Source: an optimization exercise on an open RTL-to-GDS flow (aim: small area and a short achievable clock period). Production flows keep margins and buffers that such runs may drop.
The RTL was checked by simulation tests, not by an equivalence proof against the original design.
Power is estimated from default activity; no workload was simulated.

==> branch nickel: inputs <==
## d_mem_responder
module d_mem_responder #(
   parameter int unsigned DEPTH       = 64,
   parameter int unsigned WAIT_CYCLES = 2
) (
   input  logic        clock,
   input  logic        reset,
   input  logic        req_valid,
   output logic        req_ready,
   input  logic        req_we,
   input  logic [31:0] req_addr,
   input  logic [31:0] req_wdata,
   output logic        rsp_valid,
   input  logic        rsp_ready,
   output logic [31:0] rsp_rdata,
   output logic        rsp_err,
   output logic        busy
);
   localparam int NR  = 21;     
   localparam int SGL = 21;     
   logic busy_q, rsp_q, w2_q, w1_q, w0_q;
   logic st0_q;                 
   logic          we_q, mis_q;
   logic [NR:0]   sel_q;        
   logic [2:0]    w_q;          
   logic [2:0]    ht_q;         
   logic [2:0]    ft_q;         
   logic          hit;          
   logic          flip;         
   logic [31:0]   r_q;          
   logic          p1_q, p2_q;   
   logic [2:0]    t_q;          
   logic          accept, ld_wait, rd_now, win, wen;
   logic          req_mis;
   logic [5:0]    req_idx;
   logic [NR:0]   req_sel;
   logic [2:0]    req_w;
   logic [2:0]    t_d;
   assign req_mis = |req_addr[1:0];
   assign req_idx = req_addr[7:2];
   logic [2:0] k_ring;
   logic [2:0] k_word;
   always_comb begin
      unique case (req_idx[5:2])
         4'd0:  begin k_ring = 3'd0; k_word = 3'b001; end
         4'd1:  begin k_ring = 3'd0; k_word = 3'b010; end
         4'd2:  begin k_ring = 3'd0; k_word = 3'b100; end
         4'd3:  begin k_ring = 3'd1; k_word = 3'b001; end
         4'd4:  begin k_ring = 3'd1; k_word = 3'b010; end
         4'd5:  begin k_ring = 3'd1; k_word = 3'b100; end
         4'd6:  begin k_ring = 3'd2; k_word = 3'b001; end
         4'd7:  begin k_ring = 3'd2; k_word = 3'b010; end
         4'd8:  begin k_ring = 3'd2; k_word = 3'b100; end
         4'd9:  begin k_ring = 3'd3; k_word = 3'b001; end
         4'd10: begin k_ring = 3'd3; k_word = 3'b010; end
         4'd11: begin k_ring = 3'd3; k_word = 3'b100; end
         4'd12: begin k_ring = 3'd4; k_word = 3'b001; end
         4'd13: begin k_ring = 3'd4; k_word = 3'b010; end
         4'd14: begin k_ring = 3'd4; k_word = 3'b100; end
  ...
==> module d_mem_responder, before the edit <==
module d_mem_responder #(
   parameter int unsigned DEPTH       = 64,
   parameter int unsigned WAIT_CYCLES = 2
) (
   input  logic        clock,
   input  logic        reset,
   input  logic        req_valid,
   output logic        req_ready,
   input  logic        req_we,
   input  logic [31:0] req_addr,
   input  logic [31:0] req_wdata,
   output logic        rsp_valid,
   input  logic        rsp_ready,
   output logic [31:0] rsp_rdata,
   output logic        rsp_err,
   output logic        busy
);
   localparam int NR  = 21;     
   localparam int SGL = 21;     
   logic busy_q, rsp_q, w2_q, w1_q, w0_q;
   logic st0_q;                 
   logic          we_q, mis_q;
   logic [NR:0]   sel_q;        
   logic [2:0]    w_q;          
   logic [2:0]    ht_q;         
   logic [2:0]    ft_q;         
   logic          hit;          
   logic          flip;         
   logic [31:0]   r_q;          
   logic          p1_q, p2_q;   
   logic [2:0]    t_q;          
   logic          accept, ld_wait, rd_now, win, wen;
   logic          req_mis;
   logic [5:0]    req_idx;
   logic [NR:0]   req_sel;
   logic [2:0]    req_w;
   logic [2:0]    t_d;
   assign req_mis = |req_addr[1:0];
   assign req_idx = req_addr[7:2];
   logic [2:0] k_ring;
   logic [2:0] k_word;
   always_comb begin
      unique case (req_idx[5:2])
         4'd0:  begin k_ring = 3'd0; k_word = 3'b001; end
         4'd1:  begin k_ring = 3'd0; k_word = 3'b010; end
         4'd2:  begin k_ring = 3'd0; k_word = 3'b100; end
         4'd3:  begin k_ring = 3'd1; k_word = 3'b001; end
         4'd4:  begin k_ring = 3'd1; k_word = 3'b010; end
         4'd5:  begin k_ring = 3'd1; k_word = 3'b100; end
         4'd6:  begin k_ring = 3'd2; k_word = 3'b001; end
         4'd7:  begin k_ring = 3'd2; k_word = 3'b010; end
         4'd8:  begin k_ring = 3'd2; k_word = 3'b100; end
         4'd9:  begin k_ring = 3'd3; k_word = 3'b001; end
         4'd10: begin k_ring = 3'd3; k_word = 3'b010; end
         4'd11: begin k_ring = 3'd3; k_word = 3'b100; end
         4'd12: begin k_ring = 3'd4; k_word = 3'b001; end
         4'd13: begin k_ring = 3'd4; k_word = 3'b010; end
         4'd14: begin k_ring = 3'd4; k_word = 3'b100; end
         default: begin k_ring = 3'd5; k_word = 3'b000; end
      endcase
   end
   always_comb begin
      req_sel = '0;
      req_w   = 3'd0;
      if (req_idx[1:0] != 2'd3) begin
         req_sel[req_idx[5:2]] = 1'b1;
         req_w[req_idx[1:0]]   = 1'b1;
      end else begin
         req_sel[16 + k_ring] = 1'b1;    
         req_w = k_word;
      end
   end
   assign accept = req_valid && !busy_q && !reset;
   assign t_d = (t_q >= 3'd5) ? 3'd0 : t_q + 3'd1;
   logic [2:0] ht_d, ft_d;
   always_comb begin
      for (int w = 0; w < 3; w++) begin
         logic [3:0] s;
         s = 4'(t_d) + 4'(w);
         ht_d[w] = (s == 4'd2) || (s == 4'd5) || (s == 4'd8);
         ft_d[w] = (s == 4'd5);
      end
   end
   assign hit  = |(w_q & ht_q);
   assign flip = |(w_q & ft_q);
   always_ff @(posedge clock or posedge reset) begin
      if (reset) begin
         busy_q <= 1'b0;
         rsp_q  <= 1'b0;
         w2_q   <= 1'b0;
         w1_q   <= 1'b0;
         w0_q   <= 1'b0;
         st0_q  <= 1'b0;
      end else begin
         w2_q  <= req_valid && !busy_q;
         w1_q  <= w2_q;
         w0_q  <= w1_q;
         st0_q <= w1_q && we_q && !mis_q;
         if (!busy_q)       busy_q <= req_valid;
         else if (rsp_q && rsp_ready) busy_q <= 1'b0;
         if (w0_q)          rsp_q <= 1'b1;
         else if (rsp_ready) rsp_q <= 1'b0;
      end
   end
   always_ff @(posedge clock) begin
      t_q    <= t_d;
      ht_q   <= ht_d;
      ft_q   <= ft_d;
      p1_q   <= st0_q;
      p2_q   <= p1_q;
      if (accept) begin
         we_q  <= req_we;
         mis_q <= req_mis;
         sel_q <= req_sel;
         w_q   <= req_w;
      end
   end
   assign ld_wait = (w2_q || w1_q || w0_q) && !we_q && !mis_q;
   assign rd_now  = ld_wait && (hit || sel_q[SGL]);
   assign win     = st0_q || p1_q || p2_q;
   assign wen     = win && hit;
   logic [31:0] ring_p0 [NR];
   logic [31:0] ring_p1 [NR];
   logic [31:0] ring_p2 [NR];
   logic [31:0] single_q;
   logic [31:0] wdata_x;        
   assign wdata_x = r_q ^ {32{flip}};
   for (genvar g = 0; g < NR; g++) begin : g_ring
      logic wr, wr_n;
      logic [31:0] d0;
      assign wr_n = !(wen && sel_q[g]);
      assign wr   = !wr_n;
      for (genvar b = 0; b < 32; b++) begin : g_bit
         dmr_ring_in u_in (.sel(wr), .sel_n(wr_n), .d1(wdata_x[b]),
                           .d0(ring_p2[g][b]), .y(d0[b]));
      end
      always_ff @(posedge clock) begin
         ring_p0[g] <= d0;
         ring_p1[g] <= ring_p0[g];
         ring_p2[g] <= ring_p1[g];
      end
   end
   always_ff @(posedge clock) begin
      if (st0_q && sel_q[SGL]) single_q <= r_q;
   end
   logic [31:0] rd_ring, rd_word;
   always_comb begin
      rd_ring = 32'd0;
      for (int g = 0; g < NR; g++) rd_ring = rd_ring | (ring_p2[g] & {32{sel_q[g]}});
   end
   assign rd_word = sel_q[SGL] ? single_q : rd_ring ^ {32{flip}};
   always_ff @(posedge clock) begin
      if (accept)      r_q <= req_mis ? 32'd0 : req_wdata;
      else if (rd_now) r_q <= rd_word;
   end
   assign req_ready = !busy_q && !reset;
   assign rsp_valid = rsp_q;
   assign rsp_rdata = r_q;
   assign rsp_err   = mis_q;
   assign busy      = busy_q;
endmodule
clock: 4.0 ns
lec_check: 0
cap_margin: 20
core_margin: 2
core_utilization: 40
setup_slack_margin: 1.8
slew_margin: 20
synth_hierarchical: 1
synth_minimum_keep_size: 0
standard.sh (not shown) runs the stock make flow with config.mk's settings and CLKGATE_MAP_FILE= SYNTH_SCRIPT=/design/flow/synth_recipe.tcl, a recipe that flattens the netlist after the stock synthesis.
==> flow/flow/run.sh <==
#!/bin/bash
# Standard layout, with port buffers of a faster cell than buffer_ports picks
# and a clock tree with larger sink clusters.
set -euo pipefail
bash standard.sh finish \
  "BUFFER_PORTS_ARGS=-buffer_cell sky130_fd_sc_hd__buf_4" \
  "CTS_ARGS=-sink_clustering_enable -repair_clock_nets -sink_clustering_size 30 -sink_clustering_max_diameter 120 -buf_list sky130_fd_sc_hd__clkbuf_16" \
  > layout_make.log 2>&1
==> branch fjord (differences from branch nickel) <==
--- a/flow/design.v
+++ b/flow/design.v
@@ -38,35 +38,17 @@
    assign req_mis = |req_addr[1:0];
    assign req_idx = req_addr[7:2];
-   logic [2:0] k_ring;
-   logic [2:0] k_word;
    always_comb begin
-      unique case (req_idx[5:2])
-         4'd0:  begin k_ring = 3'd0; k_word = 3'b001; end
-         4'd1:  begin k_ring = 3'd0; k_word = 3'b010; end
-         4'd2:  begin k_ring = 3'd0; k_word = 3'b100; end
-         4'd3:  begin k_ring = 3'd1; k_word = 3'b001; end
-         4'd4:  begin k_ring = 3'd1; k_word = 3'b010; end
-         4'd5:  begin k_ring = 3'd1; k_word = 3'b100; end
-         4'd6:  begin k_ring = 3'd2; k_word = 3'b001; end
-         4'd7:  begin k_ring = 3'd2; k_word = 3'b010; end
-         4'd8:  begin k_ring = 3'd2; k_word = 3'b100; end
-         4'd9:  begin k_ring = 3'd3; k_word = 3'b001; end
-         4'd10: begin k_ring = 3'd3; k_word = 3'b010; end
-         4'd11: begin k_ring = 3'd3; k_word = 3'b100; end
-         4'd12: begin k_ring = 3'd4; k_word = 3'b001; end
-         4'd13: begin k_ring = 3'd4; k_word = 3'b010; end
-         4'd14: begin k_ring = 3'd4; k_word = 3'b100; end
-         default: begin k_ring = 3'd5; k_word = 3'b000; end
-      endcase
-   end
-   always_comb begin
+      logic [3:0] k;
+      k       = req_idx[5:2];
       req_sel = '0;
       req_w   = 3'd0;
       if (req_idx[1:0] != 2'd3) begin
-         req_sel[req_idx[5:2]] = 1'b1;
-         req_w[req_idx[1:0]]   = 1'b1;
+         req_sel[k]  = 1'b1;
+         req_w[req_idx[1:0]] = 1'b1;
+      end else if (k == 4'd15) begin
+         req_sel[SGL] = 1'b1;
       end else begin
-         req_sel[16 + k_ring] = 1'b1;    
-         req_w = k_word;
+         req_sel[16 + k / 4'd3] = 1'b1;
+         req_w[k % 4'd3] = 1'b1;
       end
    end
@@ -144,8 +126,17 @@
       if (st0_q && sel_q[SGL]) single_q <= r_q;
    end
+   logic [NR/3-1:0][31:0] rd_grp_n;
    logic [31:0] rd_ring, rd_word;
+   for (genvar k = 0; k < NR / 3; k++) begin : g_rgrp
+      for (genvar b = 0; b < 32; b++) begin : g_bit
+         dmr_aoi222 u_ao (.a1(sel_q[3*k]),   .b1(ring_p2[3*k][b]),
+                          .a2(sel_q[3*k+1]), .b2(ring_p2[3*k+1][b]),
+                          .a3(sel_q[3*k+2]), .b3(ring_p2[3*k+2][b]),
+                          .y(rd_grp_n[k][b]));
+      end
+   end
    always_comb begin
       rd_ring = 32'd0;
-      for (int g = 0; g < NR; g++) rd_ring = rd_ring | (ring_p2[g] & {32{sel_q[g]}});
+      for (int k = 0; k < NR / 3; k++) rd_ring = rd_ring | ~rd_grp_n[k];
    end
    assign rd_word = sel_q[SGL] ? single_q : rd_ring ^ {32{flip}};
@@ -169,2 +160,8 @@
    assign y = ~((sel_n | d1) & (sel | d0));
 endmodule
+module dmr_aoi222 (
+   input  logic a1, b1, a2, b2, a3, b3,
+   output logic y
+);
+   assign y = ~((a1 & b1) | (a2 & b2) | (a3 & b3));
+endmodule
==> flow/flow/run.sh (replaced) <==
#!/bin/bash
# Standard layout, with port buffers of a faster cell than buffer_ports picks.
set -euo pipefail
bash standard.sh finish "BUFFER_PORTS_ARGS=-buffer_cell sky130_fd_sc_hd__buf_4" > layout_make.log 2>&1
Settings changed: SETUP_SLACK_MARGIN 1.8 to not set.
==> flow_metrics.py <==
metrics = {
    "final_layout": {
        "multi_input_gates": 1381,
        "final-clk-cell-share_pct": 10.3,
        "nClkBuffers": 280,
        "multi_input_area_share_pct": 15.1,
    },
    "critical_path": {
        "cp_cell_sequence": "buf_4 > a222oi_1 > nand4_1 > or3_1 > a21oi_1 > a21oi_1 > o21ai_1",
        "crit_start": "sel_q[9]",
    },
    "die": {
        "nWellTaps": 1755,
        "initial_core_util_pct": 40.4,
    },
    "run_status": {
        "status": "timing/DRC/antenna clean",
    },
    "power": {
        "powerDensity_nw_per_um2": 635,
    },
    "yosys": {
        "synth_area_leaders": "dfxtp_1, o22ai_1, edfxtp_1",
    },
    "placed_design": {
        "gp_congestion": 0.807,
    },
    "timing": {
        "holdWs_ps": 192,
    },
}
(the above is from branch fjord)
==> flow_metrics.py <==
metrics = {
    "run_status": {
        "status": "timing/DRC/antenna clean",
    },
    "critical_path": {
        "crit_start": "sel_q[2]",
        "cp_cell_sequence": "buf_6 > buf_6 > a222oi_1 > nand3_1 > nor3_4 > nand4_1 > mux2i_1",
    },
    "final_layout": {
        "nClkBuffers": 87,
        "final-clk-cell-share_pct": 3.56,
        "multi_input_gates": 1400,
        "top_regs": "ring_p0 (672), ring_p1 (672), ring_p2 (672)",
    },
    "die": {
        "initial_core_util_pct": 40.1,
        "nWellTaps": 1768,
    },
    "placed_design": {
        "gp_congestion": 0.763,
    },
    "timing": {
        "holdWs_ps": 270,
    },
}
(the above is from branch nickel)

## what the ideal ports hide
The results above use ideal ports. As a check the final layouts listed here were re-extracted and re-timed, cells and wires unchanged.
Step 1 (the two cells are an assumption about what drives the block):
set clk [get_ports {clock}]
set_driving_cell -lib_cell sky130_fd_sc_hd__clkbuf_16 $clk
set_driving_cell -lib_cell sky130_fd_sc_hd__buf_2 [delete_from_list [all_inputs] $clk]
Step 2 also shifts input and output timing later by t, the mid clock arrival at the registers, as if the neighbouring blocks saw the same clock.
Three values: ideal, step 1, step 2; two values: the first two.
run | t, ns | setup slack, ns | hold slack, ns | latest minus earliest clock arrival (ns)
branch nickel | 0.772 | 1.625 / 1.625 / 1.151 | 0.270 / 0.221 / 0.328 | 0.033 / 0.033
branch fjord | 0.849 | 0.856 / 0.856 / 0.153 | 0.192 / 0.145 / 0.313 | 0.028 / 0.028
After both steps every run listed still meets setup and hold. The setup slack of branch fjord, which loses most, moves by 0.000 ns with the drivers and by -0.703 ns with both steps.
